Source: an optimization exercise on an open RTL-to-GDS flow (aim: small area, a short achievable clock period and few clock cycles per item). Production flows keep margins and buffers that such runs may drop. In this exercise RTL edits were held to simulation tests only and were not proved equivalent to the original.

// euclidean_integer_divider_top
module euclidean_integer_divider_top #(
   parameter int KS = 2       
) (
   input  wire logic              clock,
   input  wire logic              reset,
   input  wire logic              req_valid,
   output logic                   req_ready,
   input  edv_pkg::req_type       req_data,
   output logic                   rsp_valid,
   input  wire logic              rsp_ready,
   output edv_pkg::rsp_type       rsp_data
);
For scale: roughly 2,400 cells after synthesis, ~100 I/O pins, about 15,000 sq um of cells after synthesis.
==> flow/config.mk <==
export PLATFORM = sky130hd
export DESIGN_NAME = euclidean_integer_divider_top
export DESIGN_NICKNAME = euclidean_integer_divider_top
export VERILOG_FILES = /design/flow/design.v
export SDC_FILE = /design/flow/constraint.sdc
export NUM_CORES = 4
export LEC_CHECK = 0
export CAP_MARGIN = 20
export CORE_MARGIN = 2
export CORE_UTILIZATION = 40
export CTS_BUF_LIST = sky130_fd_sc_hd__clkbuf_8 sky130_fd_sc_hd__clkbuf_16
export PLACE_DENSITY = 0.6
export SETUP_SLACK_MARGIN = 2.0
export SLEW_MARGIN = 20
==> flow/constraint.sdc <==
create_clock -name core_clock -period 5.0 [get_ports {clock}]
set_input_delay 1.0000 -clock core_clock [delete_from_list [all_inputs] [get_ports {clock}]]
set_output_delay 1.0000 -clock core_clock [all_outputs]
set_load 0.01 [all_outputs]
standard.sh (not shown) runs the stock make flow with config.mk's settings and CLKGATE_MAP_FILE= SYNTH_SCRIPT=/design/flow/synth_recipe.tcl, a recipe that flattens the netlist after the stock synthesis.
==> flow/flow/run.sh <==
#!/bin/bash
# The standard layout (standard.sh), run in three parts, with these
# changes to how the layout is made:
# - synthesis does not extract full/half adders into sky130 fa/ha cells
#   before ABC (ADDER_MAP_FILE empty), so the carry-save and prefix logic
#   maps as gates;
# - ABC maps with flow/abc_speed.script (structural choices, then delay-
#   oriented mapping) instead of ORFS's, from a copy of ORFS's scripts folder
#   that differs only in that file;
# - during placement only, the delay cells (clkdlybuf4s*, dlygate*, dlymetal*)
#   are also don't-use, so the port buffers that placement inserts on every
#   input and output are plain buffers rather than delay cells.
# Registers, names and all other steps are the standard flow's. Each part's
# make output goes to its own log here; ORFS's per-step logs stay under
# orfs/logs.
set -euo pipefail
rm -rf scripts
cp -r "$FLOW_HOME/scripts" scripts
cp flow/abc_speed.script scripts/abc_speed.script
common=(SCRIPTS_DIR="$PWD/scripts" ADDER_MAP_FILE=)
bash standard.sh "${common[@]}" synth floorplan > flow_synth_floorplan.log 2>&1
du=$(make -s -C "$FLOW_HOME" DESIGN_CONFIG="$PWD/config.mk" WORK_HOME="$PWD/orfs" print-DONT_USE_CELLS | sed -n 's/^DONT_USE_CELLS: //p')
dly="sky130_fd_sc_hd__clkdlybuf4s15_1 sky130_fd_sc_hd__clkdlybuf4s15_2 sky130_fd_sc_hd__clkdlybuf4s18_1 sky130_fd_sc_hd__clkdlybuf4s18_2 sky130_fd_sc_hd__clkdlybuf4s25_1 sky130_fd_sc_hd__clkdlybuf4s25_2 sky130_fd_sc_hd__clkdlybuf4s50_1 sky130_fd_sc_hd__clkdlybuf4s50_2 sky130_fd_sc_hd__dlygate4sd1_1 sky130_fd_sc_hd__dlygate4sd2_1 sky130_fd_sc_hd__dlygate4sd3_1 sky130_fd_sc_hd__dlymetal6s2s_1 sky130_fd_sc_hd__dlymetal6s4s_1 sky130_fd_sc_hd__dlymetal6s6s_1"
bash standard.sh "${common[@]}" DONT_USE_CELLS="$du $dly" place > flow_place.log 2>&1
bash standard.sh "${common[@]}" finish > flow_finish.log 2>&1
==> flow/flow/abc_speed.script <==
strash
dch -f
map
topo
buffer -c
upsize -c
dnsize -c
Testbench counts at the start, summed over its fixed seeds: cycles 37,141, items 3,600.
==> next run, changes <==
Settings changed: CTS_BUF_LIST sky130_fd_sc_hd__clkbuf_8 sky130_fd_sc_hd__clkbuf_16 to unset, SETUP_SLACK_MARGIN 2.0 to 2.2.
Result:
- maximum frequency came out higher slightly
- global-route usage came out higher by 0.31 points
- final area came out higher by a few percent
- synthesized cell count is unchanged
- worst setup slack gets better by 0.033 ns
- hold slack stays flat
- cell count came out higher slightly
- via count came out higher slightly
- die area is unchanged
==> next run, changes <==
==> flow/flow/abc_speed.script (replaced) <==
&get -n
&st
&dch -f
&nf
&put
topo
buffer -c
upsize -c
dnsize -c
Settings changed: SETUP_SLACK_MARGIN 2.2 to 2.0.
Cell count shrinks by 22%. Area after synthesis shrinks by 7.8%.
==> next run, changes <==
==> flow/flow/abc_speed.script (replaced) <==
strash
dch -f
map
topo
buffer -c
upsize -c
dnsize -c
Settings changed: PLACE_DENSITY 0.6 to 0.5.
Design area shrinks by 2.5%.
Die area grows by 8.3%.
Global-route usage grows by 3.3 points.
First-iteration DRC count grows by 15%.
Hold slack gets worse by 0.0060 ns.
Fmax grows by 16%.
Clock-buffer cell count does not change.
Critical path depth shrinks by 7.
Non-clock buffer count shrinks by 51.

[afterwards: timing with drivers on the ports]
No port has a modelled driver above. Below, the same layouts with a new extraction and two added sets of constraints.
Step 1 assumes that a clkbuf_16 drives the clock port and a buf_2 every other input.
Step 2 adds t to the input delays and takes it off the output delays; t is the mean of the earliest and latest rising clock arrival at the registers after step 1. Input paths then give back, and output paths get back, about the clock's delay inside the block.
a / b / c = ideal ports / drivers / drivers and shift; a / b = the first two.
run	t (ns)	slack for setup (ns)	hold slack, ns	latest minus earliest clock arrival (ns)
the first run	0.510	2.117 / 2.117 / 1.701	0.465 / 0.465 / 0.465	0.024 / 0.024
the second run	0.501	2.150 / 2.150 / 1.824	0.466 / 0.466 / 0.466	0.016 / 0.016
the third run	0.513	1.640 / 1.640 / 1.640	0.483 / 0.483 / 0.483	0.020 / 0.020
the fourth run	0.518	2.098 / 2.036 / 1.633	0.477 / 0.477 / 0.477	0.021 / 0.022
After both steps every run listed still meets setup and hold. The setup slack of the fourth run, which loses most, moves by -0.062 ns with the drivers and by -0.465 ns with both steps.
